Context: an optimization exercise on an open-source flow, tuned for small area, a short achievable clock period and few clock cycles per item. The choices shown serve that exercise and are no tape-out recipe.
In this exercise RTL edits were held to simulation tests only and were not proved equivalent to the original.
Power and IR drop assume default switching activity.

## flow/design.v (module list and top-level ports; edited modules follow where they fit)
// module rbdi_mul: 3502 lines
// module rbdi_dp: 425 lines
// module rigid_body_drag_integrator: 29 lines
module rigid_body_drag_integrator (
    input  logic               i_clk,
    input  logic               i_rst_n,
    input  logic               i_in_valid,
    output logic               o_in_stall,
    input  logic [126:0]       i_in_req,
    output logic               o_out_valid,
    input  logic               i_out_stall,
    output logic [191:0]       o_out_req,
    input  logic               i_cfg_valid,
    output logic               o_cfg_ready,
    input  logic               i_cfg_index,
    input  logic [31:0]        i_cfg_data
);
  // ...
==> flow/run.sh <==
#!/bin/bash
# synth_recipe.tcl (not shown) runs the flow's synth.tcl, then flattens the netlist and writes it again
# the make line also repeats each setting of config.mk as NAME=value (left out here)
make -C /OpenROAD-flow-scripts/flow DESIGN_CONFIG=/design/flow/config.mk WORK_HOME=/design/flow/orfs CLKGATE_MAP_FILE= SYNTH_SCRIPT=/design/flow/synth_recipe.tcl finish
==> flow/config.mk <==
export PLATFORM = sky130hd
export DESIGN_NAME = rigid_body_drag_integrator
export DESIGN_NICKNAME = rigid_body_drag_integrator
export VERILOG_FILES = /design/flow/design.v
export SDC_FILE = /design/flow/constraint.sdc
export NUM_CORES = 4
export LEC_CHECK = 0
export CAP_MARGIN = 20
export CORE_MARGIN = 2
export CORE_UTILIZATION = 40
export SETUP_SLACK_MARGIN = 5
export SLEW_MARGIN = 20
==> flow/constraint.sdc <==
create_clock -name core_clock -period 13.0 [get_ports {i_clk}]
set_input_delay 2.6000 -clock core_clock [delete_from_list [all_inputs] [get_ports {i_clk}]]
set_output_delay 2.6000 -clock core_clock [all_outputs]
set_load 0.01 [all_outputs]
==> flow_metrics.py, run 1 <==
metrics = {
    "status": {
        "status": "no timing/DRC/antenna violations",
    },
    "placed_design": {
        "dp.cells": 14020,
        "dpl.hpwl_um": 297900,
        "dp_slack_ns": 1.970,
    },
    "critical_path": {
        "end_kind": "flop",
        "path_buf_inv": 6,
        "arrival_ns": 8.74,
    },
    "sta": {
        "finalHoldViolCount": 0,
        "timing.hold.ws_ns": 0.4831,
        "setup_viol": 0,
        "fin_ws_ns": 4.705,
    },
    "synth": {
        "synth_seq_cells": 677,
        "synth_top_cells_by_count": "nor2_1 (1711), fa_1 (1073), ha_1 (870), a21oi_1 (672), nand2_1 (662)",
        "synth_nets": 12970,
        "synth_most_common_cell": "nor2_1",
    },
    "floorplan": {
        "coreArea_um2": 237900,
        "die_y_um": 493,
        "initial_core_util_pct": 40.21,
    },
    "power_and_ir_drop": {
        "peakVddDrop_mv": 0.1899,
        "cellInternalPower_mw": 9.014,
        "p_clk_share_pct": 14.1,
        "pwr-share-seq_pct": 15.2,
        "pg_clk_mw": 2.68,
    },
    "detailed_routing": {
        "via_count": 90870,
        "wl_per_cell_um": 28.41,
    },
    "layout": {
        "flops_and_latches": 677,
        "largest-register": "u_dp.r_q",
        "drive_gt1_share_pct": 15.01,
        "n_fill_cell": 22290,
        "inv_count": 482,
    },
    "global_routing": {
        "grt_max_degree": 67,
        "grt-ovfl-total": 0,
    },
    "cts": {
        "htree_levels": 3,
    },
    "hold_path": {
        "hp-class": "flop to flop",
    },
    "run": {
        "maxCapViolations": 0,
    },
}
Testbench counts, summed over its fixed seeds: cycles 38,736, items 2,400.
==> module rbdi_dp, before the edit <==
module rbdi_dp #(
    parameter int DS = 2
) (
    input  logic               i_clk,
    input  logic               i_rst_n,
    input  logic               i_in_valid,
    output logic               o_in_stall,
    input  logic [126:0]       i_in_req,
    output logic               o_out_valid,
    input  logic               i_out_stall,
    output logic [191:0]       o_out_req,
    input  logic               i_cfg_valid,
    input  logic               i_cfg_index,
    input  logic [31:0]        i_cfg_data
);
    localparam int D = 20 / DS;    
    localparam logic [4:0] S_LAST = 5'd15;
    localparam logic [4:0] S_IDLE = 5'd31;
    localparam logic [4:0] S_ACC  = 5'd10;
    localparam logic [4:0] S_HOLD = 5'd14;
    localparam logic [4:0] S_OUT  = 5'd11;
    localparam logic [1:0] OP_SQ   = 2'd0;
    localparam logic [1:0] OP_K    = 2'd1;
    localparam logic [1:0] OP_DV   = 2'd2;
    localparam logic [1:0] OP_DISP = 2'd3;
    localparam logic [40:0] CAP = rbdi_pkg::CapVal;
    function automatic logic [64:0] f_bk64(input logic [63:0] x, input logic [63:0] y, input logic cin);
        logic [63:0] g, p, gg, pp;
        logic [64:0] c;
        g  = x & y;
        p  = x ^ y;
        gg = g;
        pp = p;
        for (int k = 1; k < 64; k = k * 2) begin
            for (int i = 2 * k - 1; i < 64; i = i + 2 * k) begin
                gg[i] = gg[i] | (pp[i] & gg[i - k]);
                pp[i] = pp[i] & pp[i - k];
            end
        end
        for (int k = 32; k >= 1; k = k / 2) begin
            for (int i = 3 * k - 1; i < 64; i = i + 2 * k) begin
                gg[i] = gg[i] | (pp[i] & gg[i - k]);
                pp[i] = pp[i] & pp[i - k];
            end
        end
        c[0] = cin;
        for (int i = 0; i < 64; i++) begin
            c[i + 1] = gg[i] | (pp[i] & cin);
        end
        f_bk64 = {c[64], p ^ c[63:0]};
    endfunction
    logic [2:0][31:0] r_vel;
    logic [2:0][31:0] r_disp;
    logic [30:0]      r_mn;          
    logic [32:0]      r_mn3;         
    logic [30:0]      r_drag;
    logic             r_out_valid;
    logic [4:0]       r_slot;
    logic             r_cur;         
    logic             r_prev;        
    logic [30:0]      r_dt;
    logic [2:0][40:0] r_q;
    logic [2:0][30:0] r_rem;
    logic [2:0]       r_ovf;
    logic [2:0]       r_neg;
    logic             r_v1;
    logic [1:0]       r_op1;
    logic [1:0]       r_ax1;
    logic             r_fl1;
    logic [56:0]      w_row0, w_row1;
    logic             w_big;
    logic [15:0]      w_lo;
    logic             w_c16;
    logic [40:0]      r_r0, r_r1;    
    logic             r_c16;         
    logic             r_big;         
    logic signed [32:0] r_h;         
    logic             r_hv;          
    assign o_out_req   = {r_vel[0], r_vel[1], r_vel[2], r_disp[0], r_disp[1], r_disp[2]};
    assign o_out_valid = r_out_valid;
    assign o_in_stall  = !(r_slot == S_ACC && r_cur);
    logic       w_req;         
    logic       w_abort;       
    logic       w_hold;
    logic [4:0] n_slot;
    logic       n_cur;
    logic       n_prev;
    assign w_req   = i_in_valid && !i_cfg_valid;
    assign w_abort = r_cur && (r_slot < S_ACC) && (!i_in_valid || i_cfg_valid);
    assign w_hold  = r_cur && (r_slot == S_HOLD) && r_out_valid;
    always_comb begin
        n_slot = r_slot;
        n_cur  = r_cur;
        n_prev = r_prev;
        if (r_slot == S_IDLE) begin
            if (w_req) begin
                n_slot = 5'd0;
                n_cur  = 1'b1;
                n_prev = 1'b0;
            end
        end else if (w_hold) begin
            n_slot = r_slot;
        end else if (w_abort) begin
            n_cur  = 1'b0;
            n_slot = r_prev ? r_slot + 5'd1 : S_IDLE;
        end else if (r_slot == S_LAST) begin
            n_prev = r_cur;
            n_cur  = w_req;
            n_slot = (r_cur || w_req) ? 5'd0 : S_IDLE;
        end else begin
            n_slot = r_slot + 5'd1;
        end
    end
    logic [1:0] n_iop;
    logic [1:0] n_iax;
    logic       n_iuse;
    logic       n_iprev;
    always_comb begin
        n_iuse  = 1'b1;
        n_iprev = 1'b0;
        n_iop   = OP_SQ;
        n_iax   = 2'd0;
        case (n_slot)
            5'd0:  begin n_iop = OP_SQ;   n_iax = 2'd0; end
            5'd1:  begin n_iop = OP_SQ;   n_iax = 2'd1; end
            5'd2:  begin n_iop = OP_K;    n_iax = 2'd0; end
            5'd3:  begin n_iop = OP_K;    n_iax = 2'd1; end
            5'd4:  begin n_iop = OP_DV;   n_iax = 2'd2; n_iprev = 1'b1; end
            5'd6:  begin n_iop = OP_SQ;   n_iax = 2'd2; end
            5'd7:  begin n_iop = OP_DISP; n_iax = 2'd0; n_iprev = 1'b1; end
            5'd8:  begin n_iop = OP_K;    n_iax = 2'd2; end
            5'd9:  begin n_iop = OP_DISP; n_iax = 2'd1; n_iprev = 1'b1; end
            5'd10: begin n_iop = OP_DISP; n_iax = 2'd2; n_iprev = 1'b1; end
            5'd14: begin n_iop = OP_DV;   n_iax = 2'd0; end
            5'd15: begin n_iop = OP_DV;   n_iax = 2'd1; end
            default: n_iuse = 1'b0;
        endcase
    end
    logic       r_iuse;
    logic       r_iprev;
    logic       iss_v;
    logic [1:0] r_iop;
    logic [1:0] r_iax;
    assign iss_v = r_iuse && (r_iprev ? r_prev : (r_cur && !w_abort && !w_hold));
    logic [2:0] div_en;
    logic [2:0] div_first;
    logic [1:0] w_fax;             
    assign div_en[0]    = r_cur && (r_slot >= 5'd4) && (r_slot <= 5'd13) && !w_abort;
    assign div_en[1]    = r_cur && (r_slot >= 5'd5) && (r_slot <= 5'd14) && !w_abort && !w_hold;
    assign div_en[2]    = (r_cur && (r_slot >= 5'd10) && (r_slot <= 5'd15) && !w_hold)
                       || (r_prev && (r_slot <= 5'd3));
    assign div_first[0] = r_cur && (r_slot == 5'd4);
    assign div_first[1] = r_cur && (r_slot == 5'd5);
    assign div_first[2] = r_cur && (r_slot == 5'd10);
    assign w_fax        = div_first[0] ? 2'd0 : (div_first[1] ? 2'd1 : 2'd2);
    logic [31:0] w_x;
    logic        w_xn;
    logic [31:0] w_w;
    logic [40:0] w_qs;
    logic        w_qbig;
    logic [40:0] w_a;
    logic [30:0] w_b;
    logic [30:0] w_c;
    logic        w_fl;
    assign w_x    = r_vel[r_iax];
    assign w_xn   = w_x[31];
    assign w_w    = w_x ^ {32{w_xn}};
    assign w_qs   = r_q[r_iax];
    assign w_qbig = r_ovf[r_iax];
    always_comb begin
        case (r_iop)
            OP_SQ: begin
                w_a  = {13'd0, w_w[27:0]};
                w_b  = {3'd0, w_w[27:0]};
                w_c  = w_xn ? {2'd0, w_w[27:0], 1'b1} : 31'd0;
                w_fl = (w_w[31:28] != '0) || (w_xn && (w_w[27:0] == '1));
            end
            OP_K: begin
                w_a  = w_qs[40:0];
                w_b  = r_drag;
                w_c  = 31'd0;
                w_fl = 1'b0;
            end
            OP_DV: begin
                w_a  = {1'b0, w_qs[39:0]};
                w_b  = r_dt;
                w_c  = 31'd0;
                w_fl = w_qbig;
            end
            default: begin
                w_a  = {9'd0, w_w};
                w_b  = r_dt;
                w_c  = w_xn ? r_dt : 31'd0;
                w_fl = w_xn;
            end
        endcase
    end
    logic [55:0] w_ph;
    logic [40:0] w_s;
    logic [31:0] w_disp;
    rbdi_mul u_mul (
        .a    (w_a),
        .b    (w_b),
        .c    (w_c),
        .row0 (w_row0),
        .row1 (w_row1),
        .big  (w_big)
    );
    assign {w_c16, w_lo} = 17'(f_bk64({48'd0, w_row0[15:0]}, {48'd0, w_row1[15:0]}, 1'b0));
    logic [41:0] w_phs;
    assign w_phs = 42'(f_bk64({23'd0, r_r0}, {23'd0, r_r1}, r_c16));
    assign w_ph  = {14'd0, r_big || w_phs[41], w_phs[40:0]};
    assign w_s   = r_fl1 ? CAP : w_ph[40:0];
    always_comb begin
        if (r_fl1) begin
            if ((w_ph[55:32] != '0) || (w_ph[31] && (w_ph[30:0] != '0))) begin
                w_disp = 32'h8000_0000;
            end else begin
                w_disp = 32'd0 - w_ph[31:0];
            end
        end else begin
            if (w_ph[55:31] != '0) begin
                w_disp = 32'h7FFF_FFFF;
            end else begin
                w_disp = w_ph[31:0];
            end
        end
    end
    logic signed [31:0] w_f1;
    logic signed [32:0] w_h1;
    logic               w_dcap;
    logic signed [43:0] w_y;
    logic signed [43:0] w_yn;
    logic [43:0]        w_ym;
    logic [40:0]        w_n;
    logic               w_neg;
    always_comb begin
        case (r_iax)
            2'd1:    w_f1 = i_in_req[63:32];
            2'd2:    w_f1 = i_in_req[31:0];
            default: w_f1 = i_in_req[95:64];
        endcase
    end
    assign w_h1 = r_vel[r_iax][31] ? -$signed({w_f1[31], w_f1}) : $signed({w_f1[31], w_f1});
    assign w_dcap = (w_ph[55:41] != '0) || (w_ph[40] && (w_ph[39:0] != '0));
    assign w_y    = $signed(44'(f_bk64({{31{r_h[32]}}, r_h}, ~{23'd0, w_ph[40:0]}, 1'b1)));
    assign w_yn   = $signed(44'(f_bk64({23'd0, w_ph[40:0]}, ~{{31{r_h[32]}}, r_h}, 1'b1)));
    assign w_ym   = w_y[43] ? $unsigned(w_yn) : $unsigned(w_y);
    always_comb begin
        if (w_dcap) begin
            w_n   = r_h[32] ? CAP : (CAP - {8'd0, r_h});
            w_neg = !r_hv;
        end else begin
            w_n   = ((w_ym[43:41] != '0) || (w_ym[40] && (w_ym[39:0] != '0))) ? CAP : w_ym[40:0];
            w_neg = r_hv ? (!w_y[43] && (w_y != '0)) : w_y[43];
        end
    end
    logic signed [31:0] w_v;
    logic               w_dneg;
    logic               w_dbig;
    logic [33:0]        w_dvx;
    logic [34:0]        w_sum1;
    logic signed [33:0] w_sum;
    logic [31:0]        w_nv;
    assign w_v    = r_vel[r_ax1];
    assign w_dneg = r_neg[r_ax1];
    assign w_dbig = r_fl1 ? (r_dt[30:8] != '0) : (w_ph[55:32] != '0);
    assign w_dvx  = (r_fl1 ? {2'b00, r_dt[7:0], 24'd0} : {2'b00, w_ph[31:0]}) ^ {34{w_dneg}};
    assign w_sum1 = 35'(f_bk64({{32{w_v[31]}}, w_v}, {{30{w_dvx[33]}}, w_dvx}, w_dneg));
    assign w_sum  = $signed(w_sum1[33:0]);
    always_comb begin
        if (w_dbig) begin
            w_nv = w_dneg ? 32'h8000_0000 : 32'h7FFF_FFFF;
        end else if ((w_sum >= -34'sd655) && (w_sum <= 34'sd655)) begin
            w_nv = 32'd0;
        end else if (w_sum > 34'sh0_7FFF_FFFF) begin
            w_nv = 32'h7FFF_FFFF;
        end else if (w_sum < -34'sh0_8000_0000) begin
            w_nv = 32'h8000_0000;
        end else begin
            w_nv = w_sum[31:0];
        end
    end
    function automatic logic [34:0] f_bkadd(input logic [33:0] x, input logic [33:0] y, input logic cin);
        logic [33:0] g, p, gg, pp;
        logic [34:0] c;
        g  = x & y;
        p  = x ^ y;
        gg = g;
        pp = p;
        for (int k = 1; k < 34; k = k * 2) begin
            for (int i = 2 * k - 1; i < 34; i = i + 2 * k) begin
                gg[i] = gg[i] | (pp[i] & gg[i - k]);
                pp[i] = pp[i] & pp[i - k];
            end
        end
        for (int k = 16; k >= 1; k = k / 2) begin
            for (int i = 3 * k - 1; i < 34; i = i + 2 * k) begin
                gg[i] = gg[i] | (pp[i] & gg[i - k]);
                pp[i] = pp[i] & pp[i - k];
            end
        end
        c[0] = cin;
        for (int i = 0; i < 34; i++) begin
            c[i + 1] = gg[i] | (pp[i] & cin);
        end
        f_bkadd = {c[34], p ^ c[33:0]};
    endfunction
    logic [2:0][39:0] w_dq;
    logic [2:0][30:0] w_dr;
    always_comb begin
        for (int a = 0; a < 3; a++) begin
            logic [39:0] q;
            logic [30:0] r;
            logic [32:0] t;
            logic [33:0] s1, s2, s3;
            q = r_q[a][39:0];
            r = r_rem[a];
            for (int k = 0; k < DS; k++) begin
                t  = {r, q[39:38]};
                s1 = 34'(f_bkadd({1'b0, t}, {3'b111, r_mn}, 1'b1));
                s2 = 34'(f_bkadd({1'b0, t}, {2'b11, r_mn, 1'b1}, 1'b1));
                s3 = 34'(f_bkadd({1'b0, t}, {1'b1, r_mn3}, 1'b1));
                if (!s3[33]) begin
                    q = {q[37:0], 2'd3};
                    r = s3[30:0];
                end else if (!s2[33]) begin
                    q = {q[37:0], 2'd2};
                    r = s2[30:0];
                end else if (!s1[33]) begin
                    q = {q[37:0], 2'd1};
                    r = s1[30:0];
                end else begin
                    q = {q[37:0], 2'd0};
                    r = t[30:0];
                end
            end
            w_dq[a] = q;
            w_dr[a] = r;
        end
    end
    logic [16:0] w_r0;
    logic [18:0] w_ovc;
    logic        w_ovf;
    assign w_r0  = r_rem[w_fax][16:0];
    assign w_ovc = {1'b0, w_r0, 1'b1} + {1'b0, r_mn[16:0], 1'b1};
    assign w_ovf = (r_mn[30:17] == '1) && w_ovc[18];
    logic [30:0] w_mass;
    assign w_mass = (i_cfg_data[30:0] == '0) ? 31'd1 : i_cfg_data[30:0];
    always_ff @(posedge i_clk) begin
        if (!i_rst_n) begin
            r_mn        <= ~rbdi_pkg::MassReset;
            r_mn3       <= ~(33'(rbdi_pkg::MassReset) * 33'd3);
            r_drag      <= rbdi_pkg::DragReset;
            r_vel       <= '0;
            r_out_valid <= 1'b0;
            r_slot      <= S_IDLE;
            r_cur       <= 1'b0;
            r_prev      <= 1'b0;
            r_iop       <= OP_SQ;
            r_iax       <= 2'd0;
            r_iuse      <= 1'b0;
            r_iprev     <= 1'b0;
            r_v1        <= 1'b0;
        end else begin
            if (i_cfg_valid) begin
                if (i_cfg_index) begin
                    r_drag <= i_cfg_data[30:0];
                end else begin
                    r_mn    <= ~w_mass;
                    r_mn3   <= ~({2'b00, w_mass} + {1'b0, w_mass, 1'b0});
                end
            end
            for (int a = 0; a < 3; a++) begin
                if (r_v1 && r_op1 == OP_DV && r_ax1 == 2'(a)) begin
                    r_vel[a] <= w_nv;
                end
            end
            r_out_valid <= (r_prev && r_slot == S_OUT) || (r_out_valid && i_out_stall);
            r_slot      <= n_slot;
            r_cur       <= n_cur;
            r_prev      <= n_prev;
            r_iop       <= n_iop;
            r_iax       <= n_iax;
            r_iuse      <= n_iuse;
            r_iprev     <= n_iprev;
            r_v1        <= iss_v;
        end
    end
    always_ff @(posedge i_clk) begin
        if (r_slot == S_ACC && r_cur) begin
            r_dt <= i_in_req[126:96];
        end
        r_op1 <= r_iop;
        r_ax1 <= r_iax;
        r_fl1 <= w_fl;
        r_r0  <= w_row0[56:16];
        r_r1  <= w_row1[56:16];
        r_c16 <= w_c16;
        r_big <= w_big;
        r_h   <= w_h1;
        r_hv  <= r_vel[r_iax][31];
        for (int a = 0; a < 3; a++) begin
            if (r_v1 && r_ax1 == 2'(a)) begin
                case (r_op1)
                    OP_SQ: r_q[a] <= w_s;
                    OP_K: begin
                        r_rem[a] <= {14'd0, w_n[40:24]};
                        r_q[a]   <= {1'b0, w_n[23:0], 16'd0};
                        r_neg[a] <= w_neg;
                    end
                    OP_DISP: r_disp[a] <= w_disp;
                    default: ;
                endcase
            end
            if (div_en[a]) begin
                r_q[a]   <= {1'b0, w_dq[a]};
                r_rem[a] <= w_dr[a];
            end
            if (div_first[a]) begin
                r_ovf[a] <= w_ovf;
            end
        end
    end
endmodule
==> run 2: changes to the inputs <==
--- a/flow/design.v
+++ b/flow/design.v
@@ -3594,7 +3594,8 @@
     logic       n_cur;
     logic       n_prev;
     assign w_req   = i_in_valid && !i_cfg_valid;
-    assign w_abort = r_cur && (r_slot < S_ACC) && (!i_in_valid || i_cfg_valid);
+    assign w_abort = r_cur && (((r_slot < S_ACC) && (!i_in_valid || i_cfg_valid))
+                            || ((r_slot == S_ACC) && !i_in_valid));
     assign w_hold  = r_cur && (r_slot == S_HOLD) && r_out_valid;
     always_comb begin
         n_slot = r_slot;
@@ -3655,7 +3656,7 @@
     logic [1:0] w_fax;             
     assign div_en[0]    = r_cur && (r_slot >= 5'd4) && (r_slot <= 5'd13) && !w_abort;
     assign div_en[1]    = r_cur && (r_slot >= 5'd5) && (r_slot <= 5'd14) && !w_abort && !w_hold;
-    assign div_en[2]    = (r_cur && (r_slot >= 5'd10) && (r_slot <= 5'd15) && !w_hold)
+    assign div_en[2]    = (r_cur && (r_slot >= 5'd10) && (r_slot <= 5'd15) && !w_hold && !w_abort)
                        || (r_prev && (r_slot <= 5'd3));
     assign div_first[0] = r_cur && (r_slot == 5'd4);
     assign div_first[1] = r_cur && (r_slot == 5'd5);
@@ -3896,7 +3897,7 @@
         end
     end
     always_ff @(posedge i_clk) begin
-        if (r_slot == S_ACC && r_cur) begin
+        if (r_slot == S_ACC && r_cur && i_in_valid) begin
             r_dt <= i_in_req[126:96];
         end
         r_op1 <= r_iop;
==> run 2 against run 1 <==
Effect of this change: worst hold slack worse by 0.014 ns; fmax is 2.8% higher; final cell count is 0.32% lower; non-clock buffer count is 21 higher; synthesized cell count is 0.64% lower; critical path depth is 1 higher.
==> flow_metrics.py, run 2 <==
metrics = {
    "floorplan": {
        "die_y_um": 493.0,
        "die_w_um": 493.0,
        "coreArea_um2": 237900,
        "rows": 179,
        "fp.dieArea_um2": 243000,
        "initial_core_util_pct": 40.21,
        "io_pins": 360,
    },
    "critical_path": {
        "required_ns": 13.57,
        "arrival_ns": 8.64,
        "r2r_cells": 36,
        "path_buf_inv": 5,
        "path_max_fanout": 15,
        "reg2reg_slack_ns": 4.93,
        "critPathKind": "flop to flop",
        "start_kind": "flop",
        "end_kind": "flop",
        "cp_top_family": "compound AO/OA/AOI/OAI gates",
        "cpPeakStageDelay_ns": 0.40,
        "r2r-end": "u_dp.r_rem[62]$_DFFE_PP_",
        "crit_slowest_cell": "a311o_1",
        "reg2reg_from": "u_dp.r_q[121]$_DFFE_PP_",
    },
    "layout": {
        "n_fill_cell": 22130,
        "area_delta_synth_final_pct": 20.09,
        "layout_common_cells": "nor2_1 (1653), fa_1 (1073), ha_1 (802)",
        "top_regs": "u_dp.r_q (123), u_dp.r_disp (96), u_dp.r_vel (96)",
        "stdcell_area_um2": 114800,
        "fin_cells": 14540,
        "final_common_cell": "nor2_1",
        "largest_reg_flops": 123,
        "drive_gt1_share_pct": 16.02,
        "fin_nets": 13400,
        "largest-register": "u_dp.r_q",
    },
    "sta": {
        "finalHoldViolCount": 0,
        "rsz0062_at_grt": "true",
        "max_freq_ghz": 0.1239,
        "timing.setup.tns_ns": 0,
        "worst_clock_skew_ns": 0.05285,
        "drv_slew": 0,
        "worst_slew_pin_slew_ns": 1.232,
        "setup_viol": 0,
        "min_period_ns": 8.070,
        "min_period_over_period_pct": 62.08,
        "worst_slew_margin_rel_pct": 17.55,
        "fin_ws_ns": 4.930,
    },
    "cts": {
        "tritoncts": "built",
        "clock_sinks": 677,
        "clkTransAtPathRegs_ns": 0.07,
        "clk_latency_ns": 0.77,
        "cts_root_buf": "clkbuf_16",
        "numCtsBuffers": 88,
        "clock_path_buffers": 3,
        "htree_levels": 3,
        "hold_buffers": 0,
    },
    "synth": {
        "synth_adder_area_share_pct": 33.84,
        "synthMuxAreaShare_pct": 3.768,
        "synth.largest_area_cell": "fa_1",
        "synth_seq_cells": 677,
        "syn_area_um2": 95640,
        "ys_seq_area_share_pct": 17.79,
        "ys.warnings.count": 1,
        "synth_top_cells_by_count": "nor2_1 (1693), fa_1 (1073), ha_1 (870), a21oi_1 (720), nand2_1 (680)",
        "yosys.area_share.simple_pct": 16.49,
        "ys_dominant_reg_cell": "edfxtp_1",
        "synthArstFlopShare_pct": 0,
        "syn_inst": 10800,
        "syn_avg_cell_area_um2": 8.858,
        "synth_compound_area_share_pct": 17.78,
        "synth_top_area_share_pct": 22.46,
        "synth_nets": 12900,
        "synth_xor_area_share_pct": 5.979,
        "synthTopCellsByArea": "fa_1 (22%), ha_1 (11%), edfxtp_1 (11%)",
        "yosysUniqueCellTypes": 107,
        "synth_top_family_by_area": "adder cells",
        "synth_most_common_cell": "nor2_1",
        "synth_edf_count": 346,
    },
    "detailed_routing": {
        "via_count": 89980,
        "viasPerCell": 6.189,
        "drtPass1Iterations": 6,
        "drt-initial-drc-count": 8589,
        "ant_nets": 0,
        "wl_per_cell_um": 28.95,
        "drcViolationCount": 0,
        "routed_wl_um": 420900,
    },
    "hold_path": {
        "hold_path.startpoint": "u_dp.r_drag[30]$_SDFFE_PN0P_",
        "hp-class": "flop to flop",
        "whs_path_depth": 2,
        "hold_end": "u_dp.r_drag[30]$_SDFFE_PN0P_",
    },
    "global_routing": {
        "antenna_found_initial": 16,
        "track_usage_pct": 33.31,
        "grt_pass1_wl_um": 601500,
        "grt_pass1_vias": 90870,
        "grt-ovfl-total": 0,
        "grt_max_degree": 72,
    },
    "placed_design": {
        "placed_cell_area_um2": 103400,
        "dpl.hpwl_um": 302700,
        "dp_slack_ns": 2.374,
        "place_congestion": 0.9939,
        "dp.cells": 13940,
        "io_buffers": 357,
    },
    "power_and_ir_drop": {
        "power_density_nw_per_um2": 179.7,
        "peakVddDrop_mv": 0.1433,
        "leakagePower_nw": 48.34,
    },
    "status": {
        "status": "no timing/DRC/antenna violations",
    },
    "run": {
        "maxCapViolations": 0,
    },
}
[run 2: cell count changes in the layout (fill, tap and decap cells not counted), sizes merged, moves of 23 or more]
| cell | before | now |
|---|---|---|
| a21boi | 52 | 21 |
| a21oi | 673 | 724 |
| a31oi | 98 | 66 |
| mux2i | 178 | 201 |
| mux2 | 72 | 139 |
| xnor2 | 349 | 387 |
| o21ai | 609 | 568 |
[run 2: kinds of logic after synthesis]
kind of cell,count (synthesis)
flip-flops,677
adder cells (fa/ha/maj),1943
multiplexers,341
AND/OR/NAND/NOR,3502
buffers and inverters,1095
XOR/XNOR,652
other,1
AO/OA/AOI/OAI,2585
[run 2: repair_timing]
| item | in CTS | in global routing |
|---|---|---|
| pin swaps | 143 | 228 |
| gates cloned | 16 | 12 |
| setup endpoints to repair | 330 | 303 |
| resized for setup | 491 | 454 |
| setup buffers | 223 | 176 |
[run 2: layout make-up]
type / instances / area [um^2] / share of cell area [%]
Clock buffer: 113 / 2387 / 2.079
Clock inverter: 50 / 644.4 / 0.5611
Sequential cell: 677 / 17090 / 14.88
Tap cell: 3167 / 3963 / 3.450
Multi-Input combinational cell: 9026 / 79020 / 68.80
Inverter: 480 / 1839 / 1.602
Timing Repair Buffer: 1018 / 9888 / 8.610
Antenna cell: 7 / 17.52 / 0.01525
[run 2: per-stage QoR]
| stage | util, % | hold WS [ns] | power (mW) |
|---|---|---|---|
| 2_1_floorplan | - | 0.3290 | 11.32 |
| 3_3_place_gp | 43.47 | 0.4495 | 15.24 |
| 3_5_place_dp | 43.47 | 0.4529 | 15.43 |
| 4_1_cts | 46.65 | 0.4624 | 19.17 |
| 5_1_grt | 48.28 | 0.4762 | 21.65 |
| 6_report | 48.28 | 0.4693 | 20.64 |
[run 2: how the worst max path moves through the flow]
stage | cells after the start | startpoint | endpoint
CTS | 35 | u_dp.r_mn[0]$_SDFFE_PN1P_ | u_dp.r_rem[6]$_DFFE_PP_
finish | 36 | u_dp.r_q[121]$_DFFE_PP_ | u_dp.r_rem[62]$_DFFE_PP_
global placement | 32 | u_dp.r_mn[0]$_SDFFE_PN1P_ | u_dp.r_rem[62]$_DFFE_PP_
floorplan | 34 | u_dp.r_mn[0]$_SDFFE_PN1P_ | u_dp.r_rem[70]$_DFFE_PP_
detailed placement | 30 | u_dp.r_mn[0]$_SDFFE_PN1P_ | u_dp.r_rem[35]$_DFFE_PP_
global route | 34 | u_dp.r_mn[0]$_SDFFE_PN1P_ | u_dp.r_rem[6]$_DFFE_PP_
[run 2: tightest hold or removal path, delay by kind of cell, from the launching register on]
| kind | cells | cell delay, ns |
|---|---|---|
| flops | 1 | 0.32 |
| simple gates | 1 | 0.05 |
| compound gates | 1 | 0.05 |
[run 2: where the power goes]
group	total, mW	switching (mW)	internal, mW
registers	3.01	0.293	2.71
clock network	2.61	1.11	1.49
logic	15.0	9.35	5.67
[run 2: per-layer routing]
layer	share of wire, %	track usage [%]
met1	37	40.09
met2	45	53.10
met3	9.5	7.392
met4	8.7	22.97
met5	0.020	0
Testbench counts of run 2, summed over its fixed seeds: cycles 38,736, items 2,400.
==> run 3: changes to the inputs <==
--- a/flow/config.mk
+++ b/flow/config.mk
@@ -5,8 +5,8 @@
 export SDC_FILE = /design/flow/constraint.sdc
 export NUM_CORES = 4
 export LEC_CHECK = 0
-export CAP_MARGIN = 20
+export CAP_MARGIN = 10
 export CORE_MARGIN = 2
 export CORE_UTILIZATION = 40
 export SETUP_SLACK_MARGIN = 5
-export SLEW_MARGIN = 20
+export SLEW_MARGIN = 10
==> run 3 against run 2 <==
Effect of this change: still clean; die area stayed put; clock skew fell by 0.0029 ns; worst hold slack got worse by 0.0024 ns; fmax hardly changed; clock power grew 2%; first-iteration DRC count grew 3.1%; final cell count down 0.29%; sequential power barely moved; via count is essentially flat; synthesized cell count did not move; register-to-register slack about the same; critical path type unchanged.
==> flow_metrics.py, run 3 <==
metrics = {
    "global_routing": {
        "antenna_found_initial": 24,
        "grt_pass1_wl_um": 601000,
        "grt-ovfl-total": 0,
        "grt_max_degree": 72,
        "grt_pass1_vias": 90800,
        "track_usage_pct": 33.27,
    },
    "sta": {
        "rsz0062_at_grt": "true",
        "timing.setup.tns_ns": 0,
        "finalHoldViolCount": 0,
        "fin_ws_ns": 4.925,
        "drv_slew": 0,
        "worst_slew_pin_slew_ns": 1.327,
        "worst_slew_margin_rel_pct": 8.982,
        "max_freq_ghz": 0.1238,
        "min_period_ns": 8.075,
        "worst_clock_skew_ns": 0.04992,
        "min_period_over_period_pct": 62.12,
        "setup_viol": 0,
    },
    "critical_path": {
        "end_kind": "flop",
        "start_kind": "flop",
        "arrival_ns": 8.56,
        "critPathKind": "flop to flop",
        "path_max_fanout": 7,
        "crit_slowest_cell": "or4_4",
        "cpPeakStageDelay_ns": 0.51,
        "required_ns": 13.49,
    },
    "power_and_ir_drop": {
        "peakVddDrop_mv": 0.1605,
        "power_density_nw_per_um2": 179.4,
        "pwr-share-seq_pct": 14.7,
        "switchingPower_mw": 10.68,
        "p_comb_share_pct": 72.4,
        "total_power_mw": 20.51,
        "p_sw_share_pct": 52.07,
        "cellInternalPower_mw": 9.832,
        "leakagePower_nw": 48.05,
        "p_clk_share_pct": 12.9,
    },
    "layout": {
        "fin_nets": 13350,
        "final_util_pct": 48.06,
        "drive_gt1_share_pct": 15.56,
        "top_regs": "u_dp.r_q (123), u_dp.r_disp (96), u_dp.r_vel (96)",
        "area_delta_synth_final_pct": 19.54,
        "largest_reg_flops": 123,
        "final_common_cell": "nor2_1",
        "layout_common_cells": "nor2_1 (1649), fa_1 (1073), ha_1 (799)",
        "largest-register": "u_dp.r_q",
    },
    "placed_design": {
        "dp_slack_ns": 2.363,
        "io_buffers": 357,
        "place_congestion": 0.9939,
        "dpl.hpwl_um": 302600,
    },
    "synth": {
        "synth_edf_count": 346,
        "synth_top_area_share_pct": 22.46,
        "syn_area_um2": 95640,
        "synth_most_common_cell": "nor2_1",
        "synthArstFlopShare_pct": 0,
        "synth_nets": 12900,
        "yosysUniqueCellTypes": 107,
        "synth_top_cells_by_count": "nor2_1 (1693), fa_1 (1073), ha_1 (870), a21oi_1 (720), nand2_1 (680)",
        "synthTopCellsByArea": "fa_1 (22%), ha_1 (11%), edfxtp_1 (11%)",
        "synth_seq_cells": 677,
        "ys_seq_area_share_pct": 17.79,
        "syn_avg_cell_area_um2": 8.858,
        "syn_inst": 10800,
        "synth.largest_area_cell": "fa_1",
        "ys_dominant_reg_cell": "edfxtp_1",
        "ys.warnings.count": 1,
    },
    "cts": {
        "htree_levels": 3,
        "cts_root_buf": "clkbuf_16",
        "tritoncts": "built",
        "clock_path_buffers": 3,
        "clk_latency_ns": 0.78,
        "numCtsBuffers": 88,
        "clkTransAtPathRegs_ns": 0.07,
        "hold_buffers": 0,
        "clock_sinks": 677,
    },
    "floorplan": {
        "rows": 179,
        "initial_core_util_pct": 40.21,
        "io_pins": 360,
        "die_w_um": 493.0,
        "die_y_um": 493.0,
        "coreArea_um2": 237900,
        "fp.dieArea_um2": 243000,
    },
    "detailed_routing": {
        "drcViolationCount": 0,
        "drt-initial-drc-count": 8854,
        "via_count": 89900,
        "routed_wl_um": 420400,
        "wl_per_cell_um": 29.00,
        "ant_nets": 0,
        "drtPass1Iterations": 6,
        "viasPerCell": 6.201,
    },
    "status": {
        "status": "no timing/DRC/antenna violations",
    },
    "hold_path": {
        "hp-class": "flop to flop",
    },
    "run": {
        "maxCapViolations": 0,
    },
}
run 3: cell count changes in the layout (fill, tap and decap cells not counted), moves of 5 or more:
cell     change
buf_4       -28
buf_6       -22
mux2_2      +14
mux2_4      -14
a21oi_2     -13
a21oi_1     +12
o21ai_0      +7
o21ai_1      -6
inv_1        -5
run 3: area by class of cell:
cell class	count	area, um^2
antenna	11	27.53
clock buffer	111	2390
clock inverter	51	695.7
fill	22210	123500
inverter	480	1849
multi-input combinational	9029	78870
sequential	677	17080
tap	3167	3963
timing repair buffer	970	9444
run 3: kinds of logic (layout without fill, tap and decap cells):
logic type / count (synthesis) / count (layout) / synth area share [%]
and+or+nand+nor: 3502 / 3503 / 16.49
AOI/OAI and AO/OA: 2585 / 2589 / 17.78
adders and majority gates: 1943 / 1943 / 33.84
buffers and inverters: 1095 / 1612 / 4.342
DFF: 677 / 677 / 17.79
xor gates and xnor gates: 652 / 652 / 5.979
muxes: 341 / 341 / 3.768
other: 1 / 12 / 0.003921
run 3: metrics by stage:
stage / area [um^2] / std cells / hold slack, ns
floorplan: 95650 / 10800 / 0.3290
global placement: 103400 / 13940 / 0.4495
detailed placement: 103400 / 13940 / 0.4503
CTS: 110800 / 14300 / 0.4624
global route: 114300 / 14490 / 0.4778
finish: 114300 / 14500 / 0.4669
run 3: layer usage:
| metal | track usage [%] | share of wire, % | vias up | wire length (um) |
|---|---|---|---|---|
| met5 | 0 | 0.0019 | - | 8 |
| met4 | 22.52 | 8.5 | 2 | 35830 |
| met3 | 7.126 | 9.3 | 1419 | 39030 |
| met2 | 53.12 | 45 | 4948 | 189700 |
| met1 | 40.30 | 37 | 44690 | 155900 |
| li1 | - | - | 38840 | - |
run 3: timing repair:
item                       CTS  global route
setup endpoints to repair  345           316
pin swaps                  134           202
resized for setup          493           389
buffers inserted           185           167
cloned                      17            14
run 3: path summary, 6_finish.rpt:
kind,from,end,slack (ns),cells after the start
worst max-delay path,u_dp.r_rem[2]$_DFFE_PP_,u_dp.r_rem[6]$_DFFE_PP_,4.92,34
worst min-delay path,u_dp.r_drag[30]$_SDFFE_PN0P_,u_dp.r_drag[30]$_SDFFE_PN0P_,0.47,2
worst max register to register,u_dp.r_rem[2]$_DFFE_PP_,u_dp.r_rem[6]$_DFFE_PP_,4.92,34
worst min register to register,u_dp.r_drag[30]$_SDFFE_PN0P_,u_dp.r_drag[30]$_SDFFE_PN0P_,0.47,2
run 3: worst max-delay path: cells and delay by family, from the launching register on:
family,cells,cell delay (ns)
AOI/OAI and AO/OA,19,4.01
adders and majority gates,2,0.38
buffers and inverters,6,1.02
DFF,1,0.46
muxes,2,0.53
and+or+nand+nor,5,1.35
run 3: power by group through the flow:
stage	Clock [mW]	Sequential, mW	Combinational [mW]
after CTS	2.67	2.99	13.6
after global routing	2.75	3.02	15.8
after floorplan	0	2.89	8.42
final	2.65	3.01	14.9
after detailed placement	0	3.04	12.4
after global placement	0	3.04	12.2

==> re-timing with driven ports <==
The results above use ideal ports. As a check the final layouts listed here were re-extracted and re-timed, cells and wires unchanged. Step 1, drivers: a clkbuf_16 drives i_clk and a buf_2 each remaining input, both assumed. Step 2, shift: input delay + t, output delay - t, t = (earliest + latest rising clock arrival at the registers) / 2. This alone moves slack from input paths to output paths. Three values: ideal, step 1, step 2; two values: the first two.
| run | shift t [ns] | setup slack, ns | slew at the worst register clock pin (ns) |
|---|---|---|---|
| run 1 | 0.848 | 4.705 / 4.705 / 4.314 | 0.07 / 0.07 |
| run 2 | 0.833 | 4.930 / 4.930 / 4.618 | 0.07 / 0.07 |
| run 3 | 0.848 | 4.925 / 4.925 / 4.587 | 0.07 / 0.07 |
After both steps every run listed still meets setup and hold. The setup slack of run 1, which loses most, moves by 0.000 ns with the drivers and by -0.391 ns with both steps.
